What follows belongs to an exercise in optimizing a design on an open flow for a short achievable clock period and few clock cycles per item; a production flow would make more cautious choices. Function was checked by simulation only, so behaviour that the tests miss may differ from the original. Power and IR drop assume default switching activity.

## flow/design.v (module list and top-level ports; edited modules follow where they fit)
// module rbms_red1: 36 lines
// module rbms_red2: 30 lines
// module rbms_mul: 44 lines
// module rbms_tab1: 277 lines
// module rbms_tab2: 277 lines
// module rbms_tab3: 277 lines
// module rbms_tab4: 277 lines
// module rbms_tab5: 277 lines
// module rbms_tab6: 277 lines
// module rbms_tab7: 277 lines
// module rbms_tab8: 277 lines
// module rbms_tabc1: 277 lines
// module rbms_tabc2: 277 lines
// module rbms_tabc3: 277 lines
// module rbms_tabc4: 277 lines
// module rbms_tabc5: 277 lines
// module rbms_tabc6: 277 lines
// module rbms_tabc7: 277 lines
// module rbms_tabc8: 277 lines
// module random_burst_motion_scheduler: 548 lines
module random_burst_motion_scheduler (
  input  logic              clk,
  input  logic              rst,
  input  logic              psel,
  input  logic              penable,
  input  logic              pwrite,
  input  logic [2:0]        paddr,
  input  logic [31:0]       pwdata,
  output logic [31:0]       prdata,
  output logic              pready,
  input  logic              in_valid,
  output logic              in_stall,
  input  logic [31:0]       now_ms,
  input  logic              report_ready,
  output logic              out_valid,
  input  logic              out_stall,
  output logic              send_move,
  output logic signed [4:0] delta_x,
  output logic signed [4:0] delta_y
);
  // ...
==> flow/run.sh <==
#!/bin/bash
# synth_recipe.tcl (not shown) runs the flow's synth.tcl, then flattens the netlist and writes it again
# the make line also repeats each setting of config.mk as NAME=value (left out here)
make -C /OpenROAD-flow-scripts/flow DESIGN_CONFIG=/design/flow/config.mk WORK_HOME=/design/flow/orfs CLKGATE_MAP_FILE= SYNTH_SCRIPT=/design/flow/synth_recipe.tcl finish
==> flow/config.mk <==
export PLATFORM = sky130hd
export DESIGN_NAME = random_burst_motion_scheduler
export DESIGN_NICKNAME = random_burst_motion_scheduler
export VERILOG_FILES = /design/flow/design.v
export SDC_FILE = /design/flow/constraint.sdc
export NUM_CORES = 4
export LEC_CHECK = 0
export ABC_CLOCK_PERIOD_IN_PS = 1000
export CAP_MARGIN = 20
export CORE_MARGIN = 2
export CORE_UTILIZATION = 55
export SETUP_SLACK_MARGIN = 5
export SLEW_MARGIN = 20
export TNS_END_PERCENT = 10
==> flow/constraint.sdc <==
create_clock -name core_clock -period 8.0 [get_ports {clk}]
set_input_delay 1.6000 -clock core_clock [delete_from_list [all_inputs] [get_ports {clk}]]
set_output_delay 1.6000 -clock core_clock [all_outputs]
set_load 0.01 [all_outputs]
==> results by group, run 1 <==
Pwr
  • Clk pwr share: 18.2%
  • Clock net power: 0.0169 W
  • Combinational gate power: 0.0502 W
  • Pwr dens: 443 nW/µm²
  • Switch Pwr: 0.0390 W
  • Int Pwr: approximately 0.054 W

STA
  • Final hold slack: around 0.23 ns
  • Clock Skew: 0.118 ns

Placed design
  • Placer Congestion: 0.993

Finish
  • Final Cell Area: 210000 µm²
  • Most frequent cells in the layout: nand2_1 (1784), edfxtp_1 (1753), dfxtp_1 (1537)
  • # nets final: 18400
  • Multi-input gate share of total cell area: 41.3%
  • FF+latch area: 85900 µm²

Route
  • DR vias: ~140k
  • M1 WL: 240000 µm
  • DR top layer: met5

Setup path
  • Worst Path Required: 8.74 ns
  • RR Endpoint: p1_ee
  • CP Capture Type: register

CTS
  • Cts repair resizes: 842
  • Clock buffer count from CTS: 355
  • Setup Fix Bufs, Post-CTS: about 220

Synthesis
  • YS warnings: 3
  • Largest cells by area after synthesis: edfxtp_1 (31%), dfxtp_1 (19%), ha_1 (6.6%)
  • Area fraction of the dominant cell type after synthesis: 30.7%

Floorplan
  • Die X: approximately 560 µm

Run status
  • Status: finished clean

Worst hold path
  • Hold WC Path Type: register to register
Testbench counts, summed over its fixed seeds: cycles 4,921, polls 4,800.
==> module rbms_red1, before the edit <==
module rbms_red1 (
  input  logic [31:0] raw,
  output logic [29:0] part
);
  logic [14:0] r;
  logic [6:0]  s31;
  logic [8:0]  s151;
  logic [11:0] s2001;
  assign r     = raw[30:16];
  assign s31   = {2'b0, r[4:0]} + {2'b0, r[9:5]} + {2'b0, r[14:10]};
  assign s151  = {1'b0, rbms_pkg::t151(r[14:8])} + {1'b0, r[7:0]};
  assign s2001 = {1'b0, rbms_pkg::t2001(r[14:11])} + {1'b0, r[10:0]};
  function automatic logic [1:0] r3(input logic [1:0] c);
    r3 = (c == 2'd3) ? 2'd0 : c;
  endfunction
  function automatic logic [1:0] add3(input logic [1:0] a, input logic [1:0] b);
    logic [2:0] t;
    t = {1'b0, a} + {1'b0, b};
    add3 = (t >= 3'd3) ? 2'(t - 3'd3) : t[1:0];
  endfunction
  logic [1:0] m3;
  logic [7:0][1:0] c3;
  logic [3:0][1:0] d3;
  logic [1:0][1:0] e3;
  for (genvar i = 0; i < 7; i++) begin : g_c3
    assign c3[i] = r3(r[2*i+1:2*i]);
  end
  assign c3[7] = {1'b0, r[14]};
  for (genvar i = 0; i < 4; i++) begin : g_d3
    assign d3[i] = add3(c3[2*i], c3[2*i+1]);
  end
  assign e3[0] = add3(d3[0], d3[1]);
  assign e3[1] = add3(d3[2], d3[3]);
  assign m3    = add3(e3[0], e3[1]);
  assign part  = {s2001, s151, m3, s31};
endmodule
==> module rbms_mul, before the edit <==
module rbms_mul #(
  parameter int J    = 1,
  parameter bit CADD = 1'b0
) (
  input  logic [31:0] x,
  output logic [31:0] s,
  output logic [31:0] k
);
  logic [7:0][31:0] pp;
  if (!CADD) begin : g_n
    if (J == 1) begin : g_1 rbms_tab1 u (.x(x), .pp(pp)); end
    else if (J == 2) begin : g_2 rbms_tab2 u (.x(x), .pp(pp)); end
    else if (J == 3) begin : g_3 rbms_tab3 u (.x(x), .pp(pp)); end
    else if (J == 4) begin : g_4 rbms_tab4 u (.x(x), .pp(pp)); end
    else if (J == 5) begin : g_5 rbms_tab5 u (.x(x), .pp(pp)); end
    else if (J == 6) begin : g_6 rbms_tab6 u (.x(x), .pp(pp)); end
    else if (J == 7) begin : g_7 rbms_tab7 u (.x(x), .pp(pp)); end
    else if (J == 8) begin : g_8 rbms_tab8 u (.x(x), .pp(pp)); end
  end else begin : g_c
    if (J == 1) begin : g_1 rbms_tabc1 u (.x(x), .pp(pp)); end
    else if (J == 2) begin : g_2 rbms_tabc2 u (.x(x), .pp(pp)); end
    else if (J == 3) begin : g_3 rbms_tabc3 u (.x(x), .pp(pp)); end
    else if (J == 4) begin : g_4 rbms_tabc4 u (.x(x), .pp(pp)); end
    else if (J == 5) begin : g_5 rbms_tabc5 u (.x(x), .pp(pp)); end
    else if (J == 6) begin : g_6 rbms_tabc6 u (.x(x), .pp(pp)); end
    else if (J == 7) begin : g_7 rbms_tabc7 u (.x(x), .pp(pp)); end
    else if (J == 8) begin : g_8 rbms_tabc8 u (.x(x), .pp(pp)); end
  end
  logic [31:0] s1, k1, s2, k2, s3, k3, s4, k4, s5, k5, s6, k6;
  assign s1 = pp[0] ^ pp[1] ^ pp[2];
  assign k1 = ((pp[0] & pp[1]) | (pp[0] & pp[2]) | (pp[1] & pp[2])) << 1;
  assign s2 = pp[3] ^ pp[4] ^ pp[5];
  assign k2 = ((pp[3] & pp[4]) | (pp[3] & pp[5]) | (pp[4] & pp[5])) << 1;
  assign s3 = s1 ^ k1 ^ s2;
  assign k3 = ((s1 & k1) | (s1 & s2) | (k1 & s2)) << 1;
  assign s4 = k2 ^ pp[6] ^ pp[7];
  assign k4 = ((k2 & pp[6]) | (k2 & pp[7]) | (pp[6] & pp[7])) << 1;
  assign s5 = s3 ^ k3 ^ s4;
  assign k5 = ((s3 & k3) | (s3 & s4) | (k3 & s4)) << 1;
  assign s6 = s5 ^ k5 ^ k4;
  assign k6 = ((s5 & k5) | (s5 & k4) | (k5 & k4)) << 1;
  assign s  = s6;
  assign k  = k6;
endmodule
==> module random_burst_motion_scheduler, before the edit <==
module random_burst_motion_scheduler (
  input  logic              clk,
  input  logic              rst,
  input  logic              psel,
  input  logic              penable,
  input  logic              pwrite,
  input  logic [2:0]        paddr,
  input  logic [31:0]       pwdata,
  output logic [31:0]       prdata,
  output logic              pready,
  input  logic              in_valid,
  output logic              in_stall,
  input  logic [31:0]       now_ms,
  input  logic              report_ready,
  output logic              out_valid,
  input  logic              out_stall,
  output logic              send_move,
  output logic signed [4:0] delta_x,
  output logic signed [4:0] delta_y
);
  localparam int NW  = 16;   
  localparam int NG  = 4;    
  localparam int NB  = 16 / NG;   
  localparam int BW  = (NB > 2) ? 2 : 1;   
  localparam int QD  = 10;   
  localparam int OD  = 4;    
  localparam int LIM = 10;   
  logic [15:0] interval;
  logic        apb_wr;
  logic        rst_r;
  assign apb_wr = psel & penable & pwrite & ~paddr[2];
  assign pready = 1'b1;
  assign prdata = {16'b0, interval};
  always_ff @(posedge clk) begin
    rst_r <= rst;
    if (rst) interval <= rbms_pkg::INTERVAL_RESET;
    else if (apb_wr) interval <= pwdata[15:0];
  end
  logic        i_v;
  logic [31:0] i_n;
  logic        i_rdy;
  logic [15:0] i_iv;
  always_ff @(posedge clk) begin
    i_v   <= in_valid & ~in_stall & ~rst;
    i_n   <= now_ms;
    i_rdy <= report_ready;
    i_iv  <= apb_wr ? pwdata[15:0] : interval;
  end
  logic [31:0] cs_b;
  logic        last_e;
  logic [31:0] last_n;
  logic        last_v;
  logic [31:0] p1_d_last;
  logic [31:0] p1_d_cs;
  logic        p1_e_last;
  logic        p1_e_cs;
  logic [31:0] p1_diff;
  logic        p1_e;
  logic [8:0]  p1_w9;
  assign p1_d_last = i_n - last_n;
  assign p1_d_cs   = i_n - cs_b;
  assign p1_e_last = (p1_d_last[31:16] != 16'd0) || (p1_d_last[15:0] >= i_iv);
  assign p1_e_cs   = (p1_d_cs[31:16] != 16'd0) || (p1_d_cs[15:0] >= i_iv);
  assign p1_e      = last_e ? p1_e_last : p1_e_cs;
  assign p1_diff   = last_e ? p1_d_last : p1_d_cs;
  assign p1_w9     = 9'h1CE - last_n[8:0];
  logic                 p1_v;
  logic [31:0]          p1_n;
  logic                 p1_rdy;
  logic                 p1_ee;
  logic [31:0]          p1_df;
  logic [32:0]          p1_dd;
  logic                 p1_lv;
  logic [8:0]           p1_wc;
  always_ff @(posedge clk) begin
    if (rst_r) begin
      cs_b   <= 32'd0;
      last_e <= 1'b0;
      last_n <= 32'd0;
      last_v <= 1'b0;
      p1_v   <= 1'b0;
    end else begin
      p1_v <= i_v;
      if (i_v) begin
        if (last_e) cs_b <= last_n;
        last_e <= p1_e;
        last_n <= i_n;
        last_v <= 1'b1;
      end
    end
    p1_n    <= i_n;
    p1_rdy  <= i_rdy;
    p1_ee   <= p1_e;
    p1_df   <= p1_diff;
    p1_dd   <= {1'b0, i_n} - {1'b0, last_n};
    p1_lv   <= last_v;
    p1_wc   <= (last_n >= 32'hFFFF_FFCE) ? 9'd0 :
               (last_n <= 32'hFFFF_FECE) ? 9'd256 : p1_w9;
  end
  localparam int F_N    = 0;
  localparam int F_RDY  = 32;
  localparam int F_E    = 33;
  localparam int F_DSAT = 34;
  localparam int F_AT   = 47;
  localparam int F_BT   = 56;
  localparam int F_WC   = 65;
  localparam int PW     = 74;
  typedef logic [PW-1:0] poll_t;
  logic  p2_v;
  poll_t p2;
  logic  p3_v;
  poll_t p3;
  logic  p4_v;
  poll_t p4;
  logic  p5_v;
  poll_t p5;
  logic  p6_v;
  poll_t p6;
  logic  p7_v;
  poll_t p7;
  logic [8:0]  p2_lo;
  logic        dd_neg;
  logic [8:0]  p2_at;
  logic [8:0]  p2_bt;
  logic [12:0] p2_dsat;
  assign p2_lo   = p1_dd[8:0] - 9'd49;
  assign dd_neg  = p1_dd[32];
  assign p2_at   = ~p1_lv ? 9'd0 : dd_neg ? 9'd0 :
                   (p1_dd[31:0] < 32'd49) ? 9'd0 : (p1_dd[31:0] >= 32'd305) ? 9'd256 : p2_lo;
  assign p2_bt   = ~p1_lv ? 9'd0 : ~dd_neg ? 9'd256 :
                   (p1_dd[31:0] < 32'd49) ? 9'd0 : (p1_dd[31:0] >= 32'd305) ? 9'd256 : p2_lo;
  assign p2_dsat = p1_ee ? 13'd0 : (p1_df[31:12] != 20'd0) ? 13'd4096 : {1'b0, p1_df[11:0]};
  always_ff @(posedge clk) begin
    p2_v                 <= p1_v & ~rst_r;
    p2[F_N +: 32]        <= p1_n;
    p2[F_RDY]            <= p1_rdy;
    p2[F_E]              <= p1_ee;
    p2[F_DSAT +: 13]     <= p2_dsat;
    p2[F_AT +: 9]        <= p2_at;
    p2[F_BT +: 9]        <= p2_bt;
    p2[F_WC +: 9]        <= p1_wc;
    p3_v <= p2_v & ~rst_r;
    p3   <= p2;
    p4_v <= p3_v & ~rst_r;
    p4   <= p3;
    p5_v <= p4_v & ~rst_r;
    p5   <= p4;
    p6_v <= p5_v & ~rst_r;
    p6   <= p5;
    p7_v <= p6_v & ~rst_r;
    p7   <= p6;
  end
  poll_t [QD-1:0] q;
  logic  [3:0]    qc;
  logic           fire;
  poll_t       h;
  logic        hv;
  poll_t       x;
  logic        xv;
  logic [31:0] h_n;
  logic        h_rdy;
  logic        h_e;
  logic [12:0] h_dsat;
  logic [31:0] x_n;
  logic        x_e;
  logic [8:0]  x_at;
  logic [8:0]  x_bt;
  logic [8:0]  x_wc;
  assign h  = q[0];
  assign hv = (qc != 4'd0);
  assign xv = (qc >= 4'd2) || p7_v;
  assign x  = (qc >= 4'd2) ? q[1] : p7;
  assign h_n    = h[F_N +: 32];
  assign h_rdy  = h[F_RDY];
  assign h_e    = h[F_E];
  assign h_dsat = h[F_DSAT +: 13];
  assign x_n    = x[F_N +: 32];
  assign x_e    = x[F_E];
  assign x_at   = x[F_AT +: 9];
  assign x_bt   = x[F_BT +: 9];
  assign x_wc   = x[F_WC +: 9];
  always_ff @(posedge clk) begin
    if (rst_r) qc <= 4'd0;
    else qc <= qc - {3'b0, fire} + {3'b0, p7_v};
  end
  for (genvar i = 0; i < QD; i++) begin : g_q
    poll_t nxt;
    if (i + 1 < QD) begin : g_n
      assign nxt = q[i + 1];
    end else begin : g_l
      assign nxt = q[i];
    end
    always_ff @(posedge clk) begin
      if (fire) begin
        if (4'(i + 1) < qc) q[i] <= nxt;
        else if (p7_v && 4'(i + 1) == qc) q[i] <= p7;
      end else begin
        if (p7_v && 4'(i) == qc) q[i] <= p7;
      end
    end
  end
  logic [3:0] e_cnt;
  always_ff @(posedge clk) begin
    if (rst_r) e_cnt <= 4'd0;
    else e_cnt <= e_cnt + {3'b0, p2_v & p2[F_E]} - {3'b0, fire & h_e};
  end
  logic [3:0] occ;
  logic [3:0] occ_base;
  logic       acc;
  assign acc      = in_valid & ~in_stall;
  assign occ_base = occ - {3'b0, fire};
  always_ff @(posedge clk) begin
    if (rst | rst_r) begin
      occ      <= 4'd0;
      in_stall <= 1'b1;
    end else begin
      occ      <= occ_base + {3'b0, acc};
      in_stall <= acc ? (occ_base + 4'd1 >= 4'(LIM)) : (occ_base >= 4'(LIM));
    end
  end
  localparam int WB = 16;
  logic [15:0][31:0] cb_raw;
  logic [15:0][10:0] cb_l;
  logic [3:0]        rp;
  logic [NW:1][WB-1:0] w;
  logic [4:0]        wv;
  logic [3:0] rp1;
  assign rp1 = rp + 4'd1;
  logic [31:0]       tail;
  logic [BW-1:0]     gblk;
  logic              ga_v;
  logic [BW-1:0]     ga_blk;
  logic [NG:1][31:0] ga_lo;
  logic [NG:1][31:0] ga_hi;
  logic              gb_v;
  logic [BW-1:0]     gb_blk;
  logic [NG:1][31:0] gb_raw;
  logic [NG:1][31:0] gb_sum;
  logic              gp_v;
  logic [BW-1:0]     gp_blk;
  logic [NG:1][31:0] gp_raw;
  logic [NG:1][29:0] gp_part;
  logic              gc_v;
  logic [BW-1:0]     gc_blk;
  logic [NG:1][31:0] gc_raw;
  logic [NG:1][10:0] gc_l;
  logic [NG:1][WB-1:0] gc_w;
  logic [NG:1][10:0] gb_l;
  logic [NG:1][WB-1:0] gb_w;
  logic              g_issue;
  logic        rs_early;
  logic        rs_late;
  logic        rs;
  logic [31:0] rs_n;
  logic [31:0] rs_sum_h;
  logic [31:0] rs_sum_e;
  logic        rb_pend;
  logic        rb_fold;
  logic        rb_apply;
  logic [10:0] rb_len;
  logic [31:0] en;
  logic        en_v;
  logic        en_new;
  logic [31:0] rb_w1;
  logic [10:0] rb_l1;
  logic        rr1_ok;
  logic        begun;
  logic        active;
  logic [11:0] len;
  logic [31:0] nm;
  logic        cmp_h;
  logic        cmp_v;
  logic        ph;
  logic        do_prep;
  logic        mv;
  logic        bz;
  logic        rdy;
  logic        need_ok;
  logic        can;
  logic [2:0]  k;
  logic [7:0]  gsel;
  logic        send_b;
  logic [4:0]  dx_b;
  logic [4:0]  dy_b;
  logic        out_space;
  logic [2:0]  oc;
  function automatic logic [4:0] f_d(input logic [WB-1:0] e);
    f_d = e[4:0];
  endfunction
  function automatic logic [1:0] f_r(input logic [WB-1:0] e);
    f_r = e[6:5];
  endfunction
  function automatic logic [7:0] f_g(input logic [WB-1:0] e);
    f_g = e[14:7];
  endfunction
  assign out_space = (oc < 3'(OD));
  assign do_prep = hv & ~h_e & ~cmp_v & ~rst_r;
  assign rdy     = h_rdy;
  assign bz      = w[1][15] & w[2][15];
  assign mv      = ph | (begun & active & cmp_h);
  assign need_ok = ~mv | (~rdy ? (wv >= 5'd1) : (bz ? (wv >= 5'd5) : (wv >= 5'd3)));
  assign can     = hv & (ph | (~h_e & cmp_v));
  assign fire    = can & need_ok & out_space & ~rst_r;
  assign k       = (fire & mv) ? (~rdy ? 3'd1 : (bz ? 3'd5 : 3'd3)) : 3'd0;
  assign gsel    = ~rdy ? f_g(w[1]) : (bz ? f_g(w[5]) : f_g(w[3]));
  assign send_b  = mv & rdy;
  assign dx_b    = ~send_b ? 5'd0 : bz ? {3'b0, f_r(w[3])} : f_d(w[1]);
  assign dy_b    = ~send_b ? 5'd0 : bz ? {3'b0, f_r(w[4])} : f_d(w[2]);
  assign en_new   = p2_v & p2[F_E] & (e_cnt == 4'd0);
  assign rs_late  = hv & h_e & ~ph & ~rb_pend & rr1_ok & ~rst_r;
  assign rs_early = (en_v | en_new) & ~rb_pend & ~(begun & active) & ~(hv & h_e & ~ph) & rr1_ok & ~rst_r;
  assign rs       = rs_early | rs_late;
  assign rs_n     = en_v ? en : p2[F_N +: 32];
  assign rs_sum_h = rb_w1 + h_n;
  assign rs_sum_e = rb_w1 + rs_n;
  assign rb_fold  = fire & xv & x_e & rb_pend;
  assign rb_apply = rb_fold | (hv & h_e & ~ph & rb_pend & ~rst_r);
  always_ff @(posedge clk) begin
    rb_w1  <= cb_raw[rp1];
    rb_l1  <= cb_l[rp1];
    rr1_ok <= (k == 3'd0) & ~rs & (wv >= 5'd1) & ~rst_r;
    if (en_new) en <= p2[F_N +: 32];
    if (rs_early) rb_len <= rb_l1;
  end
  always_ff @(posedge clk) begin
    if (rst_r) begin
      en_v    <= 1'b0;
      rb_pend <= 1'b0;
    end else begin
      if (rs) en_v <= 1'b0;
      else if (en_new) en_v <= 1'b1;
      if (rs_early) rb_pend <= 1'b1;
      else if (rb_apply) rb_pend <= 1'b0;
    end
  end
  logic [31:0] nm_c1;
  logic [31:0] nm_c3;
  logic [31:0] nm_c5;
  assign nm_c1 = h_n + {23'b0, {1'b0, f_g(w[1])} + 9'd50};
  assign nm_c3 = h_n + {23'b0, {1'b0, f_g(w[3])} + 9'd50};
  assign nm_c5 = h_n + {23'b0, {1'b0, f_g(w[5])} + 9'd50};
  logic [8:0] gg;
  logic       cmp_next;
  assign gg       = {1'b0, gsel};
  logic cn_q;
  logic cn_p;
  assign cn_q = mv ? ((gg < q[1][F_WC +: 9]) ? (gg < q[1][F_AT +: 9]) : (gg < q[1][F_BT +: 9]))
                   : (q[1][F_N +: 32] >= nm);
  assign cn_p = mv ? ((gg < p7[F_WC +: 9]) ? (gg < p7[F_AT +: 9]) : (gg < p7[F_BT +: 9]))
                   : (p7[F_N +: 32] >= nm);
  assign cmp_next = (qc >= 4'd2) ? cn_q : cn_p;
  always_ff @(posedge clk) begin
    if (rst_r) begin
      begun  <= 1'b0;
      active <= 1'b0;
      len    <= 12'd0;
      nm     <= 32'd0;
      cmp_h  <= 1'b0;
      cmp_v  <= 1'b0;
      ph     <= 1'b0;
    end else begin
      if (fire) begin
        if (begun && active && ({1'b0, h_dsat} >= {2'b0, len})) active <= 1'b0;
        if (mv) nm <= ~rdy ? nm_c1 : (bz ? nm_c5 : nm_c3);
        cmp_h <= cmp_next;
        cmp_v <= xv;
        ph    <= 1'b0;
      end else if (do_prep) begin
        cmp_h <= (h_n >= nm);
        cmp_v <= 1'b1;
      end
      if (rb_apply) begin
        ph     <= 1'b1;
        begun  <= 1'b1;
        active <= 1'b1;
        len    <= 12'd1000 + {1'b0, rb_len};
      end else if (rs_late) begin
        ph     <= 1'b1;
        begun  <= 1'b1;
        active <= 1'b1;
        len    <= 12'd1000 + {1'b0, rb_l1};
      end
    end
  end
  logic [3:0][4:0]          wvk;
  logic [3:0][NW:1][WB-1:0] cw;
  logic [NW:0]              wv_oh;
  logic [3:0][NW:0]         wv_ohk;
  for (genvar s = 0; s < 4; s++) begin : g_sh
    localparam int KS = (s == 0) ? 0 : (s == 1) ? 1 : (s == 2) ? 3 : 5;
    assign wvk[s] = wv - 5'(KS);
    for (genvar j = 1; j <= NW; j++) begin : g_e
      logic [WB-1:0] o;
      logic [NG:1]   ap;
      if (j + KS <= NW) begin : g_in
        assign o = w[j + KS];
      end else begin : g_out
        assign o = w[j];
      end
      for (genvar m = 1; m <= NG; m++) begin : g_ap
        if (j + KS - m >= 0 && j + KS - m <= NW && m <= j) begin : g_y
          assign ap[m] = gc_v & wv_oh[j + KS - m];
        end else begin : g_n
          assign ap[m] = 1'b0;
        end
      end
      always_comb begin
        cw[s][j] = o;
        for (int m = 1; m <= NG; m++) begin
          if (ap[m]) cw[s][j] = gc_w[m];
        end
      end
    end
    for (genvar t = 0; t <= NW; t++) begin : g_oh
      logic a;
      logic b;
      if (t + KS <= NW) begin : g_a
        assign a = wv_oh[t + KS];
      end else begin : g_na
        assign a = 1'b0;
      end
      if (t + KS - NG >= 0 && t + KS - NG <= NW) begin : g_b
        assign b = wv_oh[t + KS - NG];
      end else begin : g_nb
        assign b = 1'b0;
      end
      assign wv_ohk[s][t] = gc_v ? b : a;
    end
  end
  logic [1:0] ks;
  assign ks = (k == 3'd1) ? 2'd1 : (k == 3'd3) ? 2'd2 : (k == 3'd5) ? 2'd3 : 2'd0;
  always_ff @(posedge clk) begin
    if (rst_r) begin
      wv <= 5'd0;
      rp <= 4'd15;
    end else if (rs) begin
      wv <= 5'd0;
      rp <= 4'd15;
    end else begin
      wv <= wvk[ks] + (gc_v ? 5'(NG) : 5'd0);
      rp <= rp + {1'b0, k};
    end
    if (rst_r || rs) wv_oh <= {{NW{1'b0}}, 1'b1};
    else wv_oh <= wv_ohk[ks];
  end
  for (genvar j = 1; j <= NW; j++) begin : g_w
    always_ff @(posedge clk) w[j] <= cw[ks][j];
  end
  for (genvar e = 0; e < 16; e++) begin : g_cb
    localparam int BLK = e / NG;
    localparam int M   = e % NG + 1;
    always_ff @(posedge clk) begin
      if (gc_v && gc_blk == BW'(BLK)) begin
        cb_raw[e] <= gc_raw[M];
        cb_l[e]   <= gc_l[M];
      end
    end
  end
  assign g_issue = ~ga_v & ~rs & ~rst_r &
                   ({1'b0, wv} + (gb_v ? 6'(NG) : 6'd0) + (gp_v ? 6'(NG) : 6'd0) +
                    (gc_v ? 6'(NG) : 6'd0) + 6'(NG) <= 6'(NW));
  for (genvar m = 1; m <= NG; m++) begin : g_gen
    logic [31:0] ms;
    logic [31:0] mk;
    logic [29:0] pt;
    always_ff @(posedge clk) begin
      if (g_issue) begin
        ga_lo[m] <= ms;
        ga_hi[m] <= mk;
      end
      gb_raw[m]  <= gb_sum[m];
      gp_raw[m]  <= gb_raw[m];
      gp_part[m] <= pt;
      gc_raw[m]  <= gp_raw[m];
      gc_l[m]    <= gb_l[m];
      gc_w[m]    <= gb_w[m];
    end
    rbms_mul #(.J(m), .CADD(1'b1)) u_mul (.x(tail), .s(ms), .k(mk));
    assign gb_sum[m] = ga_lo[m] + ga_hi[m];
    rbms_red1 u_r1 (.raw(gb_raw[m]), .part(pt));
    rbms_red2 u_r2 (.part(gp_part[m]), .entry(gb_w[m]), .len(gb_l[m]));
  end
  always_ff @(posedge clk) begin
    if (rst_r) begin
      tail <= rbms_pkg::LCG_SEED;
      gblk <= '0;
      ga_v <= 1'b0;
      gb_v <= 1'b0;
      gp_v <= 1'b0;
      gc_v <= 1'b0;
    end else if (rs) begin
      tail <= rs_late ? rs_sum_h : rs_sum_e;
      gblk <= '0;
      ga_v <= 1'b0;
      gb_v <= 1'b0;
      gp_v <= 1'b0;
      gc_v <= 1'b0;
    end else begin
      ga_v <= g_issue;
      gb_v <= ga_v;
      gp_v <= gb_v;
      gc_v <= gp_v;
      if (g_issue) gblk <= gblk + 1'b1;
      if (ga_v) tail <= gb_sum[NG];
    end
    if (g_issue) ga_blk <= gblk;
    gb_blk <= ga_blk;
    gp_blk <= gb_blk;
    gc_blk <= gp_blk;
  end
  logic [OD-1:0][10:0] o;
  logic [OD-1:0][10:0] o_hold;
  logic [OD-1:0][10:0] o_pop;
  logic [10:0]         beat;
  logic [2:0]          oc_hold;
  logic [2:0]          oc_pop;
  logic                pop;
  assign beat    = {send_b, dy_b, dx_b};
  assign pop     = out_valid & ~out_stall;
  assign oc_hold = oc + {2'b0, fire};
  assign oc_pop  = oc - 3'd1 + {2'b0, fire};
  for (genvar i = 0; i < OD; i++) begin : g_o
    logic [10:0] nxt;
    if (i + 1 < OD) begin : g_n
      assign nxt = o[i + 1];
    end else begin : g_l
      assign nxt = o[i];
    end
    assign o_hold[i] = (fire && 3'(i) == oc) ? beat : o[i];
    assign o_pop[i]  = (fire && 3'(i) + 3'd1 == oc) ? beat : nxt;
  end
  always_ff @(posedge clk) begin
    if (rst) begin
      oc        <= 3'd0;
      out_valid <= 1'b0;
    end else if (pop) begin
      oc        <= oc_pop;
      out_valid <= (oc != 3'd1) | fire;
    end else begin
      oc        <= oc_hold;
      out_valid <= (oc != 3'd0) | fire;
    end
    o <= pop ? o_pop : o_hold;
  end
  assign send_move = o[0][10];
  assign delta_y   = o[0][9:5];
  assign delta_x   = o[0][4:0];
endmodule
==> run 2: changes to the inputs <==
--- a/flow/design.v
+++ b/flow/design.v
@@ -108,2 +108,32 @@
   endfunction
+  function automatic logic [32:0] ks_add(input logic [31:0] a, input logic [31:0] b,
+                                         input logic ci);
+    logic [31:0] g;
+    logic [31:0] p;
+    logic [31:0] g1;
+    logic [31:0] p1;
+    logic [31:0] c;
+    logic [32:0] r;
+    g = a & b;
+    p = a ^ b;
+    g[0] = g[0] | (p[0] & ci);
+    for (int d = 1; d < 32; d = d * 2) begin
+      g1 = g;
+      p1 = p;
+      for (int i = d; i < 32; i++) begin
+        g1[i] = g[i] | (p[i] & g[i - d]);
+        p1[i] = p[i] & p[i - d];
+      end
+      g = g1;
+      p = p1;
+    end
+    c = {g[30:0], ci};
+    r = {g[31], (a ^ b) ^ c};
+    ks_add = r;
+  endfunction
+  function automatic logic ks_ge(input logic [31:0] a, input logic [31:0] b);
+    logic [32:0] r;
+    r = ks_add(a, ~b, 1'b1);
+    ks_ge = r[32];
+  endfunction
 endpackage
@@ -125,5 +155,10 @@
   function automatic logic [1:0] add3(input logic [1:0] a, input logic [1:0] b);
-    logic [2:0] t;
-    t = {1'b0, a} + {1'b0, b};
-    add3 = (t >= 3'd3) ? 2'(t - 3'd3) : t[1:0];
+    logic a0, a1, a2, b0, b1, b2;
+    a0 = (a == 2'd0);
+    a1 = (a == 2'd1);
+    a2 = (a == 2'd2);
+    b0 = (b == 2'd0);
+    b1 = (b == 2'd1);
+    b2 = (b == 2'd2);
+    add3 = {(a2 & b0) | (a0 & b2) | (a1 & b1), (a1 & b0) | (a0 & b1) | (a2 & b2)};
   endfunction
@@ -180,4 +215,3 @@
   input  logic [31:0] x,
-  output logic [31:0] s,
-  output logic [31:0] k
+  output logic [127:0] rows
 );
@@ -203,3 +237,3 @@
   end
-  logic [31:0] s1, k1, s2, k2, s3, k3, s4, k4, s5, k5, s6, k6;
+  logic [31:0] s1, k1, s2, k2, s3, k3, s4, k4;
   assign s1 = pp[0] ^ pp[1] ^ pp[2];
@@ -212,8 +246,3 @@
   assign k4 = ((k2 & pp[6]) | (k2 & pp[7]) | (pp[6] & pp[7])) << 1;
-  assign s5 = s3 ^ k3 ^ s4;
-  assign k5 = ((s3 & k3) | (s3 & s4) | (k3 & s4)) << 1;
-  assign s6 = s5 ^ k5 ^ k4;
-  assign k6 = ((s5 & k5) | (s5 & k4) | (k5 & k4)) << 1;
-  assign s  = s6;
-  assign k  = k6;
+  assign rows = {k4, s4, k3, s3};
 endmodule
@@ -4699,19 +4728,11 @@
   end
-  logic [31:0] cs_b;
-  logic        last_e;
+  logic [31:0] cs;
+  logic        le;
   logic [31:0] last_n;
   logic        last_v;
-  logic [31:0] p1_d_last;
-  logic [31:0] p1_d_cs;
-  logic        p1_e_last;
-  logic        p1_e_cs;
-  logic [31:0] p1_diff;
-  logic        p1_e;
+  logic [32:0] p1_s_last;
+  logic [32:0] p1_s_cs;
   logic [8:0]  p1_w9;
-  assign p1_d_last = i_n - last_n;
-  assign p1_d_cs   = i_n - cs_b;
-  assign p1_e_last = (p1_d_last[31:16] != 16'd0) || (p1_d_last[15:0] >= i_iv);
-  assign p1_e_cs   = (p1_d_cs[31:16] != 16'd0) || (p1_d_cs[15:0] >= i_iv);
-  assign p1_e      = last_e ? p1_e_last : p1_e_cs;
-  assign p1_diff   = last_e ? p1_d_last : p1_d_cs;
+  assign p1_s_last = rbms_pkg::ks_add(i_n, ~last_n, 1'b1);
+  assign p1_s_cs   = rbms_pkg::ks_add(i_n, ~cs, 1'b1);
   assign p1_w9     = 9'h1CE - last_n[8:0];
@@ -4720,4 +4741,5 @@
   logic                 p1_rdy;
-  logic                 p1_ee;
-  logic [31:0]          p1_df;
+  logic [15:0]          p1_iv;
+  logic [31:0]          p1_dl;
+  logic [31:0]          p1_dc;
   logic [32:0]          p1_dd;
@@ -4727,4 +4749,2 @@
     if (rst_r) begin
-      cs_b   <= 32'd0;
-      last_e <= 1'b0;
       last_n <= 32'd0;
@@ -4735,4 +4755,2 @@
       if (i_v) begin
-        if (last_e) cs_b <= last_n;
-        last_e <= p1_e;
         last_n <= i_n;
@@ -4743,5 +4761,6 @@
     p1_rdy  <= i_rdy;
-    p1_ee   <= p1_e;
-    p1_df   <= p1_diff;
-    p1_dd   <= {1'b0, i_n} - {1'b0, last_n};
+    p1_iv   <= i_iv;
+    p1_dl   <= p1_s_last[31:0];
+    p1_dc   <= p1_s_cs[31:0];
+    p1_dd   <= {~p1_s_last[32], p1_s_last[31:0]};
     p1_lv   <= last_v;
@@ -4750,2 +4769,19 @@
   end
+  logic        p2_e_last;
+  logic        p2_e_cs;
+  logic        p2_e;
+  logic [31:0] p2_diff;
+  assign p2_e_last = (p1_dl[31:16] != 16'd0) || (p1_dl[15:0] >= p1_iv);
+  assign p2_e_cs   = (p1_dc[31:16] != 16'd0) || (p1_dc[15:0] >= p1_iv);
+  assign p2_e      = le ? p2_e_last : p2_e_cs;
+  assign p2_diff   = le ? p1_dl : p1_dc;
+  always_ff @(posedge clk) begin
+    if (rst_r) begin
+      cs <= 32'd0;
+      le <= 1'b0;
+    end else if (p1_v) begin
+      if (p2_e) cs <= p1_n;
+      le <= p2_e;
+    end
+  end
   localparam int F_N    = 0;
@@ -4782,3 +4818,3 @@
                    (p1_dd[31:0] < 32'd49) ? 9'd0 : (p1_dd[31:0] >= 32'd305) ? 9'd256 : p2_lo;
-  assign p2_dsat = p1_ee ? 13'd0 : (p1_df[31:12] != 20'd0) ? 13'd4096 : {1'b0, p1_df[11:0]};
+  assign p2_dsat = p2_e ? 13'd0 : (p2_diff[31:12] != 20'd0) ? 13'd4096 : {1'b0, p2_diff[11:0]};
   always_ff @(posedge clk) begin
@@ -4787,3 +4823,3 @@
     p2[F_RDY]            <= p1_rdy;
-    p2[F_E]              <= p1_ee;
+    p2[F_E]              <= p2_e;
     p2[F_DSAT +: 13]     <= p2_dsat;
@@ -4803,4 +4839,9 @@
   end
-  poll_t [QD-1:0] q;
-  logic  [3:0]    qc;
+  poll_t [QD-1:0] qb;
+  logic  [3:0]    qn;
+  logic  [3:0]    qwp;
+  logic  [3:0]    qrp;
+  poll_t          qf;
+  logic           qfv;
+  logic           hfree;
   logic           fire;
@@ -4819,6 +4860,6 @@
   logic [8:0]  x_wc;
-  assign h  = q[0];
-  assign hv = (qc != 4'd0);
-  assign xv = (qc >= 4'd2) || p7_v;
-  assign x  = (qc >= 4'd2) ? q[1] : p7;
+  assign qf  = (qn != 4'd0) ? qb[qrp] : p7;
+  assign qfv = (qn != 4'd0) | p7_v;
+  assign xv  = qfv;
+  assign x   = qf;
   assign h_n    = h[F_N +: 32];
@@ -4832,21 +4873,22 @@
   assign x_wc   = x[F_WC +: 9];
+  function automatic logic [3:0] inc_q(input logic [3:0] i);
+    inc_q = (i == 4'(QD - 1)) ? 4'd0 : i + 4'd1;
+  endfunction
+  assign hfree = ~hv | fire;
   always_ff @(posedge clk) begin
-    if (rst_r) qc <= 4'd0;
-    else qc <= qc - {3'b0, fire} + {3'b0, p7_v};
+    if (rst_r) begin
+      hv  <= 1'b0;
+      qn  <= 4'd0;
+      qwp <= 4'd0;
+      qrp <= 4'd0;
+    end else begin
+      if (hfree) hv <= qfv;
+      qn <= qn + {3'b0, p7_v} - {3'b0, hfree & qfv};
+      if (p7_v) qwp <= inc_q(qwp);
+      if (hfree & qfv) qrp <= inc_q(qrp);
+    end
+    if (hfree) h <= qf;
   end
   for (genvar i = 0; i < QD; i++) begin : g_q
-    poll_t nxt;
-    if (i + 1 < QD) begin : g_n
-      assign nxt = q[i + 1];
-    end else begin : g_l
-      assign nxt = q[i];
-    end
-    always_ff @(posedge clk) begin
-      if (fire) begin
-        if (4'(i + 1) < qc) q[i] <= nxt;
-        else if (p7_v && 4'(i + 1) == qc) q[i] <= p7;
-      end else begin
-        if (p7_v && 4'(i) == qc) q[i] <= p7;
-      end
-    end
+    always_ff @(posedge clk) if (p7_v && qwp == 4'(i)) qb[i] <= p7;
   end
@@ -4883,4 +4925,3 @@
   logic [BW-1:0]     ga_blk;
-  logic [NG:1][31:0] ga_lo;
-  logic [NG:1][31:0] ga_hi;
+  logic [NG:1][127:0] ga_r;
   logic              gb_v;
@@ -4964,4 +5005,8 @@
   assign rs_n     = en_v ? en : p2[F_N +: 32];
-  assign rs_sum_h = rb_w1 + h_n;
-  assign rs_sum_e = rb_w1 + rs_n;
+  logic [32:0] rs_add_h;
+  logic [32:0] rs_add_e;
+  assign rs_add_h = rbms_pkg::ks_add(rb_w1, h_n, 1'b0);
+  assign rs_add_e = rbms_pkg::ks_add(rb_w1, rs_n, 1'b0);
+  assign rs_sum_h = rs_add_h[31:0];
+  assign rs_sum_e = rs_add_e[31:0];
   assign rb_fold  = fire & xv & x_e & rb_pend;
@@ -4989,15 +5034,34 @@
   logic [31:0] nm_c5;
-  assign nm_c1 = h_n + {23'b0, {1'b0, f_g(w[1])} + 9'd50};
-  assign nm_c3 = h_n + {23'b0, {1'b0, f_g(w[3])} + 9'd50};
-  assign nm_c5 = h_n + {23'b0, {1'b0, f_g(w[5])} + 9'd50};
-  logic [8:0] gg;
+  logic [32:0] nm_s1;
+  logic [32:0] nm_s3;
+  logic [32:0] nm_s5;
+  assign nm_s1 = rbms_pkg::ks_add(h_n, {23'b0, {1'b0, f_g(w[1])} + 9'd50}, 1'b0);
+  assign nm_s3 = rbms_pkg::ks_add(h_n, {23'b0, {1'b0, f_g(w[3])} + 9'd50}, 1'b0);
+  assign nm_s5 = rbms_pkg::ks_add(h_n, {23'b0, {1'b0, f_g(w[5])} + 9'd50}, 1'b0);
+  assign nm_c1 = nm_s1[31:0];
+  assign nm_c3 = nm_s3[31:0];
+  assign nm_c5 = nm_s5[31:0];
   logic       cmp_next;
-  assign gg       = {1'b0, gsel};
+  function automatic logic gap_ok(input logic [7:0] g, input logic [PW-1:0] e);
+    logic [8:0] gx;
+    gx = {1'b0, g};
+    gap_ok = (gx < e[F_WC +: 9]) ? (gx < e[F_AT +: 9]) : (gx < e[F_BT +: 9]);
+  endfunction
   logic cn_q;
   logic cn_p;
-  assign cn_q = mv ? ((gg < q[1][F_WC +: 9]) ? (gg < q[1][F_AT +: 9]) : (gg < q[1][F_BT +: 9]))
-                   : (q[1][F_N +: 32] >= nm);
-  assign cn_p = mv ? ((gg < p7[F_WC +: 9]) ? (gg < p7[F_AT +: 9]) : (gg < p7[F_BT +: 9]))
-                   : (p7[F_N +: 32] >= nm);
-  assign cmp_next = (qc >= 4'd2) ? cn_q : cn_p;
+  logic [5:1] gq;
+  logic [5:1] gp7;
+  for (genvar j = 1; j <= 5; j += 2) begin : g_gap
+    assign gq[j]  = gap_ok(f_g(w[j]), qb[qrp]);
+    assign gp7[j] = gap_ok(f_g(w[j]), p7);
+  end
+  assign gq[2]  = 1'b0;
+  assign gq[4]  = 1'b0;
+  assign gp7[2] = 1'b0;
+  assign gp7[4] = 1'b0;
+  assign cn_q = mv ? (~rdy ? gq[1] : (bz ? gq[5] : gq[3]))
+                   : rbms_pkg::ks_ge(qb[qrp][F_N +: 32], nm);
+  assign cn_p = mv ? (~rdy ? gp7[1] : (bz ? gp7[5] : gp7[3]))
+                   : rbms_pkg::ks_ge(p7[F_N +: 32], nm);
+  assign cmp_next = (qn != 4'd0) ? cn_q : cn_p;
   always_ff @(posedge clk) begin
@@ -5019,3 +5083,3 @@
       end else if (do_prep) begin
-        cmp_h <= (h_n >= nm);
+        cmp_h <= rbms_pkg::ks_ge(h_n, nm);
         cmp_v <= 1'b1;
@@ -5113,10 +5177,7 @@
   for (genvar m = 1; m <= NG; m++) begin : g_gen
-    logic [31:0] ms;
-    logic [31:0] mk;
+    logic [127:0] mr;
+    logic [31:0] r0, r1, r2, r3;
     logic [29:0] pt;
     always_ff @(posedge clk) begin
-      if (g_issue) begin
-        ga_lo[m] <= ms;
-        ga_hi[m] <= mk;
-      end
+      if (g_issue) ga_r[m] <= mr;
       gb_raw[m]  <= gb_sum[m];
@@ -5128,4 +5189,12 @@
     end
-    rbms_mul #(.J(m), .CADD(1'b1)) u_mul (.x(tail), .s(ms), .k(mk));
-    assign gb_sum[m] = ga_lo[m] + ga_hi[m];
+    rbms_mul #(.J(m), .CADD(1'b1)) u_mul (.x(tail), .rows(mr));
+    logic [31:0] s5, k5, s6, k6;
+    logic [32:0] sm;
+    assign {r3, r2, r1, r0} = ga_r[m];
+    assign s5 = r0 ^ r1 ^ r2;
+    assign k5 = ((r0 & r1) | (r0 & r2) | (r1 & r2)) << 1;
+    assign s6 = s5 ^ k5 ^ r3;
+    assign k6 = ((s5 & k5) | (s5 & r3) | (k5 & r3)) << 1;
+    assign sm        = rbms_pkg::ks_add(s6, k6, 1'b0);
+    assign gb_sum[m] = sm[31:0];
     rbms_red1 u_r1 (.raw(gb_raw[m]), .part(pt));
--- a/flow/config.mk
+++ b/flow/config.mk
@@ -9,6 +9,9 @@
 export CAP_MARGIN = 20
+export CELL_PAD_IN_SITES_DETAIL_PLACEMENT = 1
+export CELL_PAD_IN_SITES_GLOBAL_PLACEMENT = 2
 export CORE_MARGIN = 2
-export CORE_UTILIZATION = 55
-export SETUP_SLACK_MARGIN = 5
+export CORE_UTILIZATION = 35
+export PLACE_DENSITY = 0.45
+export SETUP_SLACK_MARGIN = 4.5
 export SLEW_MARGIN = 20
-export TNS_END_PERCENT = 10
+export TNS_END_PERCENT = 5
==> results by group, run 2 <==
Setup path
  • Crit path max-delay family: adder cells
  • Crit path buf inv count: 4
  • Critical Path Max Stage Delay: 0.67 ns
  • Worst Path Required: 8.81 ns (+0.07 ns)
  • CP Capture Type: register
  • Slowest CP cell: nor2_1
  • Crit-path max FO: 24
  • Data arrival, critical path: slightly below 5 ns
  • Worst setup SP type: register
  • Cell Chain, Critical Path: buf_4, inv_2, nor2_1, nand2_1, a21oi_1, a31o_2, inv_1, fa_1, fa_1, inv_1
  • Crit Path Category: register to register

CTS
  • TritonCTS clock tree: built
  • Clock Sinks: 3584
  • Clk root buf: clkbuf_16
  • Worst-path clk slew: 0.07 ns
  • Clock tree buffer depth: 4
  • Clock buffer count from CTS: 403 (+14%)
  • CTS H-tree lvls: 5
  • Hold Buf Count CTS: 0
  • Clock Latency Late Sink: 1.11 ns

Synthesis
  • Netlist cell types: 92
  • YS warnings: 3 (unchanged)
  • Ys async rst share: 0%
  • Synth Cell Area: between 150000 and 200000 µm²
  • Avg Inst Size Synth: around 11 µm²
  • Post-synth EDFFs: 1915
  • Sequential area share after synthesis: 51.3%
  • Top-count cell post-synth: edfxtp_1
  • Prevailing post-synth register cell: edfxtp_1
  • Commonest cells in the netlist: edfxtp_1 (1915), dfxtp_1 (1669), nand2_1 (1660)
  • Cell accounting for the most synthesized area: edfxtp_1
  • Area fraction of the dominant cell type after synthesis: 32.4% (+1.8 points)
  • Synthesized flop and latch total: 3584
  • Gate Count Post-Synth: 16200
  • Largest cells by area after synthesis: edfxtp_1 (32%), dfxtp_1 (19%), ha_1 (7.1%)

Worst hold path
  • Hold WC Path Type: register to register

Placed design
  • Hpwl dp: about 490000 µm
  • Placer Congestion: 0.896 (-9.7%)
  • Port Buffers: 85
  • DP Worst Slack: 2.49 ns

Route
  • DR vias: 133000 (-4.8%)
  • Drt pass-1 iters: 6
  • Initial DRC count: roughly 10000
  • Wire per inst: 30.5 µm
  • Vias per cell: 5.66
  • DRC viols: 0
  • Final ANT Viol Nets: 0
  • Final WL: ~710000 µm

STA
  • Final period util: 50.4%
  • Tightest Pin Transition: 1.23 ns
  • Setup Viol. Count Final: 0
  • Setup TNS: 0 ns
  • Fmax: roughly 250 MHz
  • Max Slew Vio Count: 0
  • RSZ-0062 raised after global routing: yes
  • Final worst slack: between 3 and 4 ns
  • Worst relative slew slack: 16.9%
  • Fin crit period: 4.03 ns
  • Clock Skew: 0.162 ns (+0.0442 ns)
  • Final Hold Fails: 0

Run
  • Maxcap violations: 0

Finish
  • Most common cell after layout, fill and taps aside: edfxtp_1
  • Layout cells sized above 1: 15.5%
  • P&R area growth vs syn: 17.5%
  • Largest registers: qb x740, cb_raw x488, ga_r x302
  • Most frequent cells in the layout: edfxtp_1 (1915), dfxtp_1 (1614), nand2_1 (1581)
  • Largest Register: qb
  • Largest register FFs: 740
  • # nets final: 17800 (-3.5%)

Floorplan
  • Row Count: roughly 260
  • Initial Util: 35.1%
  • Die X: 716 µm (+27%)
  • Chip height: 716 µm
  • Core area: 505000 µm²
  • Ports: 121
  • Die area: 512000 µm²

Run status
  • Status: finished clean

Global route
  • Total grt overflow: 0
  • Pin count of the biggest net entering global routing: 123
  • Gr usage total: between 20 and 30%
  • Vias in the first global route: 138000
  • First-pass GRT wire length: 1020000 µm
  • Initial antenna violation count: 52

Pwr
  • VDD IR-drop max: 483 µV
  • Static Leak: slightly below 80 nW
  • Pwr dens: 429 nW/µm² (-3.1%)
[run 2: where the power goes]
| part | switching [W] | total (W) | internal (W) | leakage [nW] |
|---|---|---|---|---|
| clock | 0.00822 | 0.0200 | 0.0118 | 7.08 |
| combinational | 0.0258 | 0.0420 | 0.0162 | 39.4 |
| sequential | 0.00373 | 0.0273 | 0.0236 | 31.8 |
| total | 0.0378 | 0.0893 | 0.0516 | 78.3 |
[run 2: area by class of cell]
cell class	instances	area, µm²
flip-flops and latches	3584	91000
fillers	53800	297000
inverters	708	2780
well taps	6706	8390
repair buffers	785	8170
diodes	46	115
multi-input cells	10900	83300
clock inverters	210	2720
clock buffers	551	11800
repair inverters	3	22.5
[run 2: final timing paths]
kind | from | to | slack, ns | cells after the start
setup / recovery | tail[6] | ga_r[140] | 3.97 | 10
setup reg to reg | tail[6] | ga_r[140] | 3.97 | 10
hold reg to reg | gp_raw[78] | gc_raw[78] | 0.27 | 0
hold / removal | gp_raw[78] | gc_raw[78] | 0.27 | 0
[run 2: through the flow]
stage	cell area (µm²)	total power [W]	std cells	utilization, %	hold WS [ns]
2_1_floorplan	178000	0.0489	16200	-	0.310
3_3_place_gp	186000	0.0647	22300	36.8	0.311
6_report	208000	0.0893	23500	41.3	0.267
5_1_grt	208000	0.0946	23400	41.2	0.275
4_1_cts	206000	0.0888	23300	40.7	0.262
3_5_place_dp	186000	0.0654	22300	36.8	0.313
[run 2: kinds of logic after synthesis]
| kind of cell | Yosys count | synth area share [%] |
|---|---|---|
| multiplexers | 634 | 6.24 |
| AND/OR/NAND/NOR | 4273 | 10.4 |
| other | 2 | 0.00424 |
| buffers and inverters | 1781 | 3.84 |
| AO/OA/AOI/OAI | 4081 | 14.8 |
| XOR/XNOR | 527 | 2.60 |
| flip-flops | 3584 | 51.3 |
| adder cells (fa/ha/maj) | 1340 | 10.8 |
[run 2: what timing repair did]
item                       4_1_cts  5_1_grt
gates cloned                    32       10
setup endpoints to repair     1407     1133
pin swaps                      136      124
hold endpoints to repair         0        0
resized for setup              657      316
buffers inserted               214      114
[run 2: worst register-to-register path: cells and delay by family, from the launching register on]
family | cells | cell delay (ns)
flip-flops | 1 | 0.35
AO/OA/AOI/OAI | 2 | 0.49
AND/OR/NAND/NOR | 2 | 1.02
buffers and inverters | 4 | 0.86
adder cells (fa/ha/maj) | 2 | 1.11
[run 2: layer usage]
metal  up-vias  wire [µm]  global-route usage, %
li1      59600          -                      -
met1     68900     315000                   36.6
met2      3510     341000                   45.8
met3       945      32500                   3.13
met4         6      26600                   8.69
met5         -         33                      0
Testbench counts of run 2, summed over its fixed seeds: cycles 4,921, polls 4,800.
==> run 3: changes to the inputs <==
--- a/flow/config.mk
+++ b/flow/config.mk
@@ -12,4 +12,4 @@
 export CORE_MARGIN = 2
-export CORE_UTILIZATION = 35
-export PLACE_DENSITY = 0.45
+export CORE_UTILIZATION = 45
+export PLACE_DENSITY = 0.55
 export SETUP_SLACK_MARGIN = 4.5
==> results by group, run 3 <==
Placed design
  • Port Buffers: 85 (unchanged)
  • DP Worst Slack: 2.37 ns (-0.117 ns)
  • Hpwl dp: 453000 µm (-8.0%)
  • Dpl cells: 20800 (-6.8%)
  • Placer Congestion: 0.931 (+3.8%)

Finish
  • Fill cells: 40600 (-24%)
  • Largest Register: qb
  • Largest registers: qb x740, cb_raw x488, ga_r x302
  • Most frequent cells in the layout: edfxtp_1 (1915), dfxtp_1 (1620), nand2_1 (1578)
  • Largest register FFs: 740 (unchanged)
  • # nets final: 17800 (-0.062%)
  • Final Instance Count excl. Fillers: 22000 (-6.4%)
  • P&R area growth vs syn: 16.0%
  • Layout cells sized above 1: 15.6% (+0.033 points)
  • Most common cell after layout, fill and taps aside: edfxtp_1

STA
  • Final Hold Fails: 0 (unchanged)
  • Clock Skew: 0.0701 ns (-0.0919 ns)
  • Worst relative slew slack: 13.3% (-3.5 points)
  • Final worst slack: 4.07 ns (+0.0965 ns)
  • Setup Viol. Count Final: 0 (unchanged)
  • Max Slew Vio Count: 0 (unchanged)
  • Setup TNS: 0 ns (unchanged)
  • Final period util: 49.2% (-1.2 points)
  • Fmax: 254 MHz (+2.5%)
  • RSZ-0062 raised after global routing: yes
  • Fin crit period: 3.93 ns (-0.0965 ns)
  • Tightest Pin Transition: 1.30 ns (+0.0659 ns)
  • Final hold slack: 0.288 ns (+0.0204 ns)

Route
  • Final WL: 672000 µm (-6.0%)
  • Drt pass-1 iters: 6 (unchanged)
  • Vias per cell: 6.14 (+8.4%)
  • Wire per inst: 30.6 µm (+0.47%)
  • DRC viols: 0 (unchanged)
  • Initial DRC count: 12100 (+20%)
  • Final ANT Viol Nets: 0 (unchanged)
  • DR vias: 135000 (+1.4%)

Setup path
  • CP Capture Type: register
  • Critical Path Max Stage Delay: 0.49 ns (-0.18 ns)
  • Crit path max-delay family: compound AO/OA/AOI/OAI gates
  • Crit-path max FO: 4 (-83%)
  • Slowest CP cell: a2111oi_1
  • Worst setup SP type: register
  • Crit path buf inv count: 0 (-4)
  • Worst Path Required: 8.80 ns (about the same)
  • Cell Chain, Critical Path: ha_1, ha_4, ha_1, a21o_1, a21oi_1, o21bai_1, a31oi_4, a21oi_2, a2111oi_1, nor3_1, a21o_1, a21oi_1, xnor2_2
  • Crit Path Category: register to register
  • Data arrival, critical path: 4.73 ns (-0.11 ns)

Floorplan
  • Core area: 392000 µm² (-22%)
  • Row Count: 230 (-12%)
  • Die X: 632 µm (-12%)
  • Ports: 121 (unchanged)
  • Die area: 399000 µm² (-22%)
  • Initial Util: 45.2% (+10 points)
  • Chip height: 632 µm (-12%)

CTS
  • TritonCTS clock tree: built
  • Clock buffer count from CTS: 386 (-4.2%)
  • Clock Sinks: 3584 (unchanged)
  • Worst-path clk slew: 0.06 ns (about the same)
  • Clk root buf: clkbuf_16
  • Clock tree buffer depth: 4 (unchanged)
  • Hold Buf Count CTS: 0 (unchanged)
  • CTS H-tree lvls: 5 (unchanged)
  • Clock Latency Late Sink: 0.98 ns (-0.13 ns)

Synthesis
  • Post-synth EDFFs: 1915 (unchanged)
  • Synth Area in Simple Gates: 10.4% (unchanged)
  • Top-count cell post-synth: edfxtp_1
  • YS warnings: 3 (unchanged)
  • Ys async rst share: 0% (unchanged)
  • Largest cells by area after synthesis: edfxtp_1 (32%), dfxtp_1 (19%), ha_1 (7.1%)
  • Prevailing post-synth register cell: edfxtp_1
  • Post-Synth XOR/XNOR Area: 2.60% (unchanged)
  • Synthesized flop and latch total: 3584 (unchanged)
  • Commonest cells in the netlist: edfxtp_1 (1915), dfxtp_1 (1669), nand2_1 (1660)
  • Post-synthesis mux area share: 6.24% (unchanged)
  • Avg Inst Size Synth: 10.9 µm² (unchanged)
  • Gate Count Post-Synth: 16200 (unchanged)
  • Synth Area in Adders: 10.8% (unchanged)
  • Sequential area share after synthesis: 51.3% (unchanged)
  • Cell accounting for the most synthesized area: edfxtp_1
  • Netlist cell types: 92 (unchanged)
  • Synth Cell Area: 177000 µm² (unchanged)
  • Synth Area in Compound Gates: 14.8% (unchanged)
  • Main combinational cell family by area after synthesis: compound AO/OA/AOI/OAI gates
  • Area fraction of the dominant cell type after synthesis: 32.4% (unchanged)

Pwr
  • VDD IR-drop max: 654 µV (+35%)
  • Int Pwr: 0.0508 W (-1.4%)
  • Clk pwr share: 21.2% (-1.2 points)
  • Combinational fraction of design power: 47.6% (+0.6 points)
  • Total power: 0.0876 W (-1.9%)
  • Switch Pwr: 0.0368 W (-2.5%)
  • Static Leak: 77.7 nW (-0.75%)
  • Seq pwr share: 31.2% (+0.6 points)
  • Pwr dens: 426 nW/µm² (-0.62%)
  • Net switching share of the total power: 42.0% (-0.28 points)

Global route
  • Met1 usage: 43.0% (+6.3 points)
  • First-pass GRT wire length: 969000 µm (-5.0%)
  • Met2 Usage GRT: 54.0% (+8.3 points)
  • Total grt overflow: 0 (unchanged)
  • Initial antenna violation count: 45 (-13%)
  • GRT met3 Usage: 4.02% (+0.89 points)
  • Pin count of the biggest net entering global routing: 115 (-6.5%)
  • Vias in the first global route: 139000 (+0.82%)
  • Gr usage total: 32.7% (+5.5 points)
  • Most used routing layer in global routing: met2

Worst hold path
  • Hold WC Path Type: register to register

Run
  • Maxcap violations: 0 (unchanged)

Run status
  • Status: finished clean
[run 3: final cells by class]
class / count / area, µm² / area share, %
sequential: 3584 / 91100 / 44.3
multi-input combinational: 10900 / 83500 / 40.6
clock buffer: 518 / 10800 / 5.27
timing repair buffer: 797 / 8440 / 4.10
tap: 5220 / 6530 / 3.18
inverter: 708 / 2820 / 1.37
clock inverter: 208 / 2290 / 1.11
antenna: 48 / 120 / 0.0584
[run 3: cell families (layout without fill, tap and decap cells)]
family                     count (synthesis)  after routing
AOI/OAI and AO/OA                       4081           4081
xor gates and xnor gates                 527            527
adders and majority gates               1340           1340
buffers and inverters                   1781           2231
DFF                                     3584           3584
muxes                                    634            634
other                                      2             66
and+or+nand+nor                         4273           4276
[run 3: final timing paths]
check                   from         end  slack (ns)  cells after the start
setup / recovery   ga_r[137]  gb_raw[61]        4.07                     13
hold / removal    gb_raw[12]  gp_raw[12]        0.29                      0
setup reg to reg   ga_r[137]  gb_raw[61]        4.07                     13
hold reg to reg   gb_raw[12]  gp_raw[12]        0.29                      0
[run 3: repair_timing]
item                       4_1_cts  5_1_grt
setup buffers                  203      170
gates cloned                    27       15
setup endpoints to repair     1167      951
gates resized for setup        692      410
hold endpoints to repair         0        0
pin swaps                      121      198
[run 3: power by group through the flow]
stage	Sequential, W	Clock (W)	Combinational, W
final	0.0273	0.0186	0.0417
after global routing	0.0277	0.0195	0.0451
after CTS	0.0274	0.0188	0.0390
after detailed placement	0.0278	0	0.0357
after global placement	0.0276	0	0.0346
after floorplan	0.0253	0	0.0236
[run 3: routing by layer]
layer | share of wire [%] | wire (µm) | vias up
li1 | - | - | 59600
met1 | 41 | 278000 | 69200
met2 | 48 | 320000 | 4849
met3 | 5.9 | 39900 | 1259
met4 | 5.1 | 34100 | 12
met5 | 0.012 | 84 | -
[run 3: per-stage QoR]
| stage | util, % | instance area (µm²) |
|---|---|---|
| floorplan | - | 178000 |
| global placement | 46.8 | 184000 |
| detailed placement | 46.8 | 184000 |
| CTS | 51.5 | 202000 |
| global route | 52.4 | 206000 |
| finish | 52.4 | 206000 |

==> static timing again, ports no longer ideal <==
How much do the figures lean on ideal ports? The routed layouts below were timed once more, with nothing changed but the port constraints.
Step 1 (the two cells are an assumption about what drives the block):
set clk [get_ports {clk}]
set_driving_cell -lib_cell sky130_fd_sc_hd__clkbuf_16 $clk
set_driving_cell -lib_cell sky130_fd_sc_hd__buf_2 [delete_from_list [all_inputs] $clk]
Step 2 moves the port delays by t, midway between the first and last clock arrival at a register: inputs arrive t later, outputs are due t later. That takes back most of the time a late clock gives input paths.
a / b / c = ideal ports / drivers / drivers and shift; a / b = the first two.
run	t, ns	slack for setup (ns)	hold WS [ns]	worst setup path after step 2
run 1	1.018	3.441 / 3.441 / 3.441	0.233 / 0.233 / 0.233	register to register
run 2	1.145	3.971 / 3.971 / 3.577	0.267 / 0.267 / 0.267	input to register
run 3	1.055	4.067 / 4.067 / 4.067	0.288 / 0.288 / 0.288	register to register
After both steps every run listed still meets setup and hold. For run 2, which loses most, drivers alone change the setup slack by 0.000 ns; drivers and shift together by -0.394 ns.
